This design comes from an exercise in tuning for small area, a short achievable clock period and few clock cycles per item on the open sky130 flow, not from production work.
Where RTL was checked, it was by simulation tests only, not by an equivalence proof against the original.
No activity file was given, so power comes from the tool's default toggle rates.

Design dxt1_dxt5_block_decoder_core, start of the top module:
module dxt1_dxt5_block_decoder_core #(
    parameter int MAX_DIMENSION = 4096
) (
    input  logic         i_clk,
    input  logic         i_rst_n,
    input  logic         i_cfg_valid,
    output logic         o_cfg_ready,
    input  logic [1:0]   i_cfg_index,
    input  logic [12:0]  i_cfg_data,
    input  logic         s_axis_tvalid,
    output logic         s_axis_tready,
    input  logic [127:0] s_axis_tdata,    
    output logic         m_axis_tvalid,
    input  logic         m_axis_tready,
    output logic [55:0]  m_axis_tdata,    
    output logic         m_axis_tlast,
    output logic [0:0]   m_axis_tuser     
);
clock: 9.0 ns
lec_check: 0
abc_area: 1
cap_margin: 10
core_margin: 2
core_utilization: 40
cts_cluster_diameter: 80
cts_cluster_size: 20
slew_margin: 10
setup_slack_margin: 5.8
buffer_ports_args: -buffer_cell sky130_fd_sc_hd__buf_1
standard.sh (not shown) runs the stock make flow with config.mk's settings and CLKGATE_MAP_FILE= SYNTH_SCRIPT=/design/flow/synth_recipe.tcl, a recipe that flattens the netlist after the stock synthesis.
==> flow/flow/run.sh <==
#!/bin/bash
set -o pipefail
cat >> config.mk <<'CFG'
export SETUP_SLACK_MARGIN = 5.8
export BUFFER_PORTS_ARGS = -buffer_cell sky130_fd_sc_hd__buf_1
CFG
bash standard.sh > standard_run.log 2>&1
The baseline completed with no timing, DRC or antenna violations.
Testbench counts at the start, summed over its fixed seeds: cycles 17,440, items 16,384.
Then changed:
==> flow/flow/run.sh (replaced) <==
#!/bin/bash
set -o pipefail
cat >> config.mk <<'CFG'
export SETUP_SLACK_MARGIN = 5.5
export BUFFER_PORTS_ARGS = -buffer_cell sky130_fd_sc_hd__buf_1
CFG
bash standard.sh > standard_run.log 2>&1
- CAP_MARGIN: 10 -> 20
- SETUP_SLACK_MARGIN: 5.8 -> 5.5
- SLEW_MARGIN: 10 -> 20
After rerunning: The new run completed without violations; worst setup slack loses 0.10 ns; power went down by 1.5%; final cell count fell by 0.95%; routed wire length falls by 2.8%; die area stays the same; sequential power barely changes; global-route usage drops by 0.32 points; maximum frequency shrinks by 3.0%; count of clock-buffer cells in the layout rose by 3; final area is lower by 2.9%; clock skew climbs by 0.022 ns.
Then changed:
==> flow/flow/run.sh (replaced) <==
#!/bin/bash
set -o pipefail
cat >> config.mk <<'CFG'
export SETUP_SLACK_MARGIN = 5.8
export BUFFER_PORTS_ARGS = -buffer_cell sky130_fd_sc_hd__buf_1
CFG
bash standard.sh > standard_run.log 2>&1
- SETUP_SLACK_MARGIN: 5.5 -> 5.8
=> Final cell count went up by 0.93%. Sequential power stays flat. Non-clock buffer count went up by 38. Critical path depth went up by 7. Total power went up by 1.1%. Combinational power went up by 8.0%. Clock skew went down by 0.018 ns. Wire length went up by 2.5%. Sequential share of layout area went down by 0.97 points.

---

dxt1_dxt5_block_decoder_core, a different RTL version from the one above (not shown whole).
Size in the first run: roughly 2800 cells after synthesis, roughly 210 I/O pins, ~0.023 sq mm of cells after synthesis.
make LEC_CHECK=0 ABC_AREA=1 CAP_MARGIN=20 CORE_MARGIN=2 CORE_UTILIZATION=40 SETUP_SLACK_MARGIN=5 SLEW_MARGIN=20 finish   # period 9.0 ns
run.sh (not shown) runs the stock make flow with config.mk's settings and CLKGATE_MAP_FILE= SYNTH_SCRIPT=/design/flow/synth_recipe.tcl, a recipe that flattens the netlist after the stock synthesis.
Stock flow here: none of the scripts above is used.
Testbench counts at the start, summed over its fixed seeds: cycles 17,440, items 16,384.
==> next run, changes <==
==> flow/flow/run.sh (new file) <==
#!/bin/bash
set -o pipefail
echo 'export SETUP_SLACK_MARGIN = 6' >> config.mk
bash standard.sh > standard_run.log 2>&1
==> flow/standard.sh (new file) <==
#!/bin/bash
# synth_recipe.tcl (not shown) runs the flow's synth.tcl, then flattens the netlist and writes it again
# the make line also repeats each setting of config.mk as NAME=value (left out here)
make -C /OpenROAD-flow-scripts/flow DESIGN_CONFIG=/design/flow/config.mk WORK_HOME=/design/flow/orfs CLKGATE_MAP_FILE= SYNTH_SCRIPT=/design/flow/synth_recipe.tcl "${@:-finish}"
--- a/flow/config.mk
+++ b/flow/config.mk
@@ -12 +11,0 @@
-export SETUP_SLACK_MARGIN = 5
@@ -13,0 +13 @@
+export SETUP_SLACK_MARGIN = 6
removed: flow/run.sh
After rerunning:
- The new run ran to the end with no violations
- critical path depth came out higher by 10
- wire length increases by roughly a tenth
- count of clock-buffer cells in the layout grows by 8
- clock power falls by a few percent
- register-to-register slack is better by 0.06 ns
- sequential power stays flat
- area after synthesis stays the same
- global-route usage grows by 2.2 points

---

## v27
dxt1_dxt5_block_decoder_core, a different RTL version from the one above (not shown whole).
Size in the first run: roughly 2,900 cells after synthesis.
==> flow/design.v (excerpt) <==
module dxt1_dxt5_block_decoder_core #(
    parameter int MAX_DIMENSION = 4096
) (
    input  logic         i_clk,
    input  logic         i_rst_n,
    input  logic         i_cfg_valid,
    output logic         o_cfg_ready,
    input  logic [1:0]   i_cfg_index,
    input  logic [12:0]  i_cfg_data,
    input  logic         s_axis_tvalid,
    output logic         s_axis_tready,
    input  logic [127:0] s_axis_tdata,    
    output logic         m_axis_tvalid,
    input  logic         m_axis_tready,
    output logic [55:0]  m_axis_tdata,    
    output logic         m_axis_tlast,
    output logic [0:0]   m_axis_tuser     
);
Settings: LEC_CHECK=0, ABC_AREA=1, CAP_MARGIN=20, CORE_MARGIN=2, CORE_UTILIZATION=60, SLEW_MARGIN=20, SETUP_SLACK_MARGIN=5.5, BUFFER_PORTS_ARGS=-buffer_cell sky130_fd_sc_hd__buf_1; clock period 9.0 ns.
standard.sh (not shown) runs the stock make flow with config.mk's settings and CLKGATE_MAP_FILE= SYNTH_SCRIPT=/design/flow/synth_recipe.tcl, a recipe that flattens the netlist after the stock synthesis.
==> flow/flow/run.sh <==
#!/bin/bash
set -o pipefail
cat >> config.mk <<'CFG'
export SETUP_SLACK_MARGIN = 5.5
export BUFFER_PORTS_ARGS = -buffer_cell sky130_fd_sc_hd__buf_1
CFG
bash standard.sh > standard_run.log 2>&1
Here is what was changed in the inputs of v38 compared with v27.
Settings: CORE_UTILIZATION: 60 -> 40.
### Flow results
- The lower total power per unit cell area of v38 and v27 is in v27.
- On maximum clock frequency, the higher figure sits with v38, not v27.
- Met1 demand-to-capacity share in global routing, v38 and v27: larger value in v27
- Delta (v38 minus v27): sequential cell fraction of total power went down, fraction of area in multi-input gates went down, initial standard-cell utilization of the core went down, routed wire length went up.
- Summary of the comparison: total stage count of the critical path is lower in v38, relative to v27.
- There was hardly any difference in switching share of power between v27 and v38.
- Maximum resistive drop on vdd delta for v38 relative to v27: 0.031 mV lower
- Of the two candidates, v27 has the worse setup slack and v38 the better one.
No run of this note included a check of the RTL's function; only the layout flow was run.

---

Setup of willow:
dxt1_dxt5_block_decoder_core, a different RTL version from the one above (not shown whole).
Size in the first run: ~2400 cells after synthesis, roughly 210 I/O pins, about 23000 um^2 of cells after synthesis.
Settings: LEC_CHECK=0, CAP_MARGIN=20, CORE_MARGIN=2, CORE_UTILIZATION=40, SETUP_SLACK_MARGIN=4, SLEW_MARGIN=20; clock period 9.0 ns.
run.sh (not shown) runs the stock make flow with config.mk's settings and CLKGATE_MAP_FILE= SYNTH_SCRIPT=/design/flow/synth_recipe.tcl, a recipe that flattens the netlist after the stock synthesis.
Stock flow here: none of the scripts above is used.
willow reached the final stage; the timing, design-rule and antenna checks on its layout passed.
Inputs modified between willow and violet:
- SETUP_SLACK_MARGIN removed (was 4)
## What came out
- Changes observed in violet relative to willow: per-cell routed wire length shows no meaningful change; part of the power in registers shows an increase of 0.8 points; pin count of the biggest net entering global routing shows an increase of 4.9%; relative slew slack shows a reduction of 0.71 points.
- violet improves on willow in design area.
- Lower clock network power share was reported by willow, not violet.
- Setup slack in violet is smaller than in willow.
No functional check of the RTL was part of any run of this note.

---

Setup of rev 12:
dxt1_dxt5_block_decoder_core, a different RTL version from the one above (not shown whole).
Size: roughly 2900 cells after synthesis, about 350 flip-flops, ~210 I/O pins, roughly 23000 um2 of cells after synthesis.
clock: 9.0 ns
lec_check: 0
abc_area: 1
cap_margin: 20
core_margin: 2
core_utilization: 40
cts_cluster_diameter: 80
cts_cluster_size: 20
slew_margin: 20
setup_slack_margin: 5.7
buffer_ports_args: -buffer_cell sky130_fd_sc_hd__buf_1
standard.sh (not shown) runs the stock make flow with config.mk's settings and CLKGATE_MAP_FILE= SYNTH_SCRIPT=/design/flow/synth_recipe.tcl, a recipe that flattens the netlist after the stock synthesis.
==> flow/flow/run.sh <==
#!/bin/bash
set -o pipefail
cat >> config.mk <<'CFG'
export SETUP_SLACK_MARGIN = 5.7
export BUFFER_PORTS_ARGS = -buffer_cell sky130_fd_sc_hd__buf_1
CFG
bash standard.sh > standard_run.log 2>&1
Testbench counts of rev 12, summed over its fixed seeds: cycles 17,440, items 16,384.
Relative to rev 12, the following input files were edited for rev 13:
- swapping 5.7 for 5.8 in SETUP_SLACK_MARGIN
==> flow/flow/run.sh <==
#!/bin/bash
set -o pipefail
cat >> config.mk <<'CFG'
export SETUP_SLACK_MARGIN = 5.8
export BUFFER_PORTS_ARGS = -buffer_cell sky130_fd_sc_hd__buf_1
CFG
bash standard.sh > standard_run.log 2>&1
### Flow results
- Delta (rev 13 minus rev 12): final worst-path setup slack higher; via count higher; multi-input gate share of the layout cell area lower; cell area after layout higher.

---

lane 1:
dxt1_dxt5_block_decoder_core, a different RTL version from the one above (not shown whole).
For scale: about 350 flip-flops, ~210 I/O pins.
Settings: LEC_CHECK=0, ABC_AREA=1, CAP_MARGIN=20, CORE_MARGIN=2, CORE_UTILIZATION=40, CTS_CLUSTER_DIAMETER=80, CTS_CLUSTER_SIZE=20, SLEW_MARGIN=20, SETUP_SLACK_MARGIN=5.5, BUFFER_PORTS_ARGS=-buffer_cell sky130_fd_sc_hd__buf_1; clock period 9.0 ns.
==> flow/flow/run.sh <==
#!/bin/bash
set -o pipefail
cat >> config.mk <<'CFG'
export SETUP_SLACK_MARGIN = 5.5
export BUFFER_PORTS_ARGS = -buffer_cell sky130_fd_sc_hd__buf_1
CFG
bash standard.sh > standard_run.log 2>&1
Lane 1: PASS, flow complete, no timing, DRC or antenna violations
> inputs changed (lane 1 -> lane 2)
Settings: a change of SETUP_SLACK_MARGIN from 5.5 to 5.8.
--- a/flow/flow/run.sh
+++ b/flow/flow/run.sh
@@ -4 +4 @@
-export SETUP_SLACK_MARGIN = 5.5
+export SETUP_SLACK_MARGIN = 5.8
Notes after the runs:
- Lane 1 and lane 2 all finish clean.
- Lane 2 contains more vias than lane 1.
- From lane 1 to lane 2 the numbers moved as follows: total number of sequential cells about even, count of clock-buffer cells in the layout barely changed.
- Lower largest fanout on the critical path goes to lane 2 over lane 1.
- Looking at library cell contributing the largest single delay on the critical path, the sky130_fd_sc_hd__fa_1 result is from lane 1; the sky130_fd_sc_hd__edfxtp_1 one comes from lane 2.
- Minimum clock period after layout ended up 0.0050 ns higher on lane 2 than on lane 1.
- In lane 2 the cell depth of the worst flop-to-flop path turned out 1 higher than in lane 1.
- Relative to lane 1, clock skew decreased by 0.012 ns in lane 2.
- Against lane 1, worst max-slew margin expressed relative to the limit in lane 2 came out better.
Function was not checked in any run of this note: the RTL went through the layout flow alone.

---

Another version of the RTL of dxt1_dxt5_block_decoder_core (not shown whole).
Size in the first run: about 2,900 cells after synthesis, about 210 I/O pins.
Settings: LEC_CHECK=0, ABC_AREA=1, CAP_MARGIN=20, CORE_MARGIN=2, CORE_UTILIZATION=40, CTS_BUF_LIST=sky130_fd_sc_hd__clkbuf_4 sky130_fd_sc_hd__clkbuf_8, SLEW_MARGIN=20, SETUP_SLACK_MARGIN=5.5, BUFFER_PORTS_ARGS=-buffer_cell sky130_fd_sc_hd__buf_1; clock period 9.0 ns.
==> flow/flow/run.sh <==
#!/bin/bash
set -o pipefail
cat >> config.mk <<'CFG'
export SETUP_SLACK_MARGIN = 5.5
export BUFFER_PORTS_ARGS = -buffer_cell sky130_fd_sc_hd__buf_1
CFG
bash standard.sh > standard_run.log 2>&1
Testbench counts at the start, summed over its fixed seeds: cycles 17,440, items 16,384.
Then changed:
Settings changed: CTS_BUF_LIST sky130_fd_sc_hd__clkbuf_4 sky130_fd_sc_hd__clkbuf_8 to unset.
The new run passed the timing, design-rule and antenna checks.
Setup slack gets worse by 45 ps.
Hold slack hardly moves.
Die area stays the same.
Final area hardly moves.
Clock-buffer cell count goes down by 33.
Non-clock buffer count decreases by 4.
Clock skew drops by 12 ps.
Synthesized area does not change.
Sequential share of layout area barely changes.

port drivers added, routing unchanged:
Ports are ideal in the flow. The routed layouts listed here were re-timed in OpenROAD. Step 1 (the two cells are an assumption about what drives the block):
set clk [get_ports {i_clk}]
set_driving_cell -lib_cell sky130_fd_sc_hd__clkbuf_16 $clk
set_driving_cell -lib_cell sky130_fd_sc_hd__buf_2 [delete_from_list [all_inputs] $clk]
Step 2 also shifts input and output timing later by t, the mid clock arrival at the registers, as if the neighbouring blocks saw the same clock. a / b / c = no drivers / after step 1 / after step 2; a / b = the first two.
run	shift t [ns]	setup WS [ns]	worst hold slack (ns)
the first run of note 1	0.617	5.679 / 5.679 / 5.110	0.486 / 0.486 / 0.486
the second run of note 1	0.649	5.578 / 5.589 / 4.939	0.491 / 0.491 / 0.491
the third run of note 1	0.613	5.680 / 5.680 / 5.116	0.486 / 0.486 / 0.486
the first run of note 2	0.613	5.018 / 5.018 / 4.435	0.457 / 0.457 / 0.457
the second run of note 2	0.650	5.079 / 5.030 / 5.079	0.432 / 0.432 / 0.432
v27	0.611	5.374 / 5.374 / 5.036	0.481 / 0.481 / 0.481
v38	0.630	5.525 / 5.525 / 5.023	0.486 / 0.486 / 0.486
willow	0.611	4.210 / 4.210 / 3.714	0.464 / 0.464 / 0.464
violet	0.619	1.934 / 1.934 / 1.934	0.446 / 0.446 / 0.446
rev 12	0.647	5.739 / 5.714 / 5.095	0.473 / 0.473 / 0.473
rev 13	0.656	5.819 / 5.799 / 5.155	0.478 / 0.478 / 0.478
lane 1	0.659	5.615 / 5.615 / 4.966	0.482 / 0.482 / 0.482
lane 2	0.640	5.610 / 5.610 / 5.111	0.478 / 0.478 / 0.478
the first run of note 7	0.728	5.438 / 5.438 / 4.937	0.475 / 0.475 / 0.475
the second run of note 7	0.637	5.393 / 5.393 / 5.058	0.474 / 0.474 / 0.474
After both steps every run listed still meets setup and hold. For rev 13, which loses most, drivers alone change the setup slack by -0.020 ns; drivers and shift together by -0.664 ns.
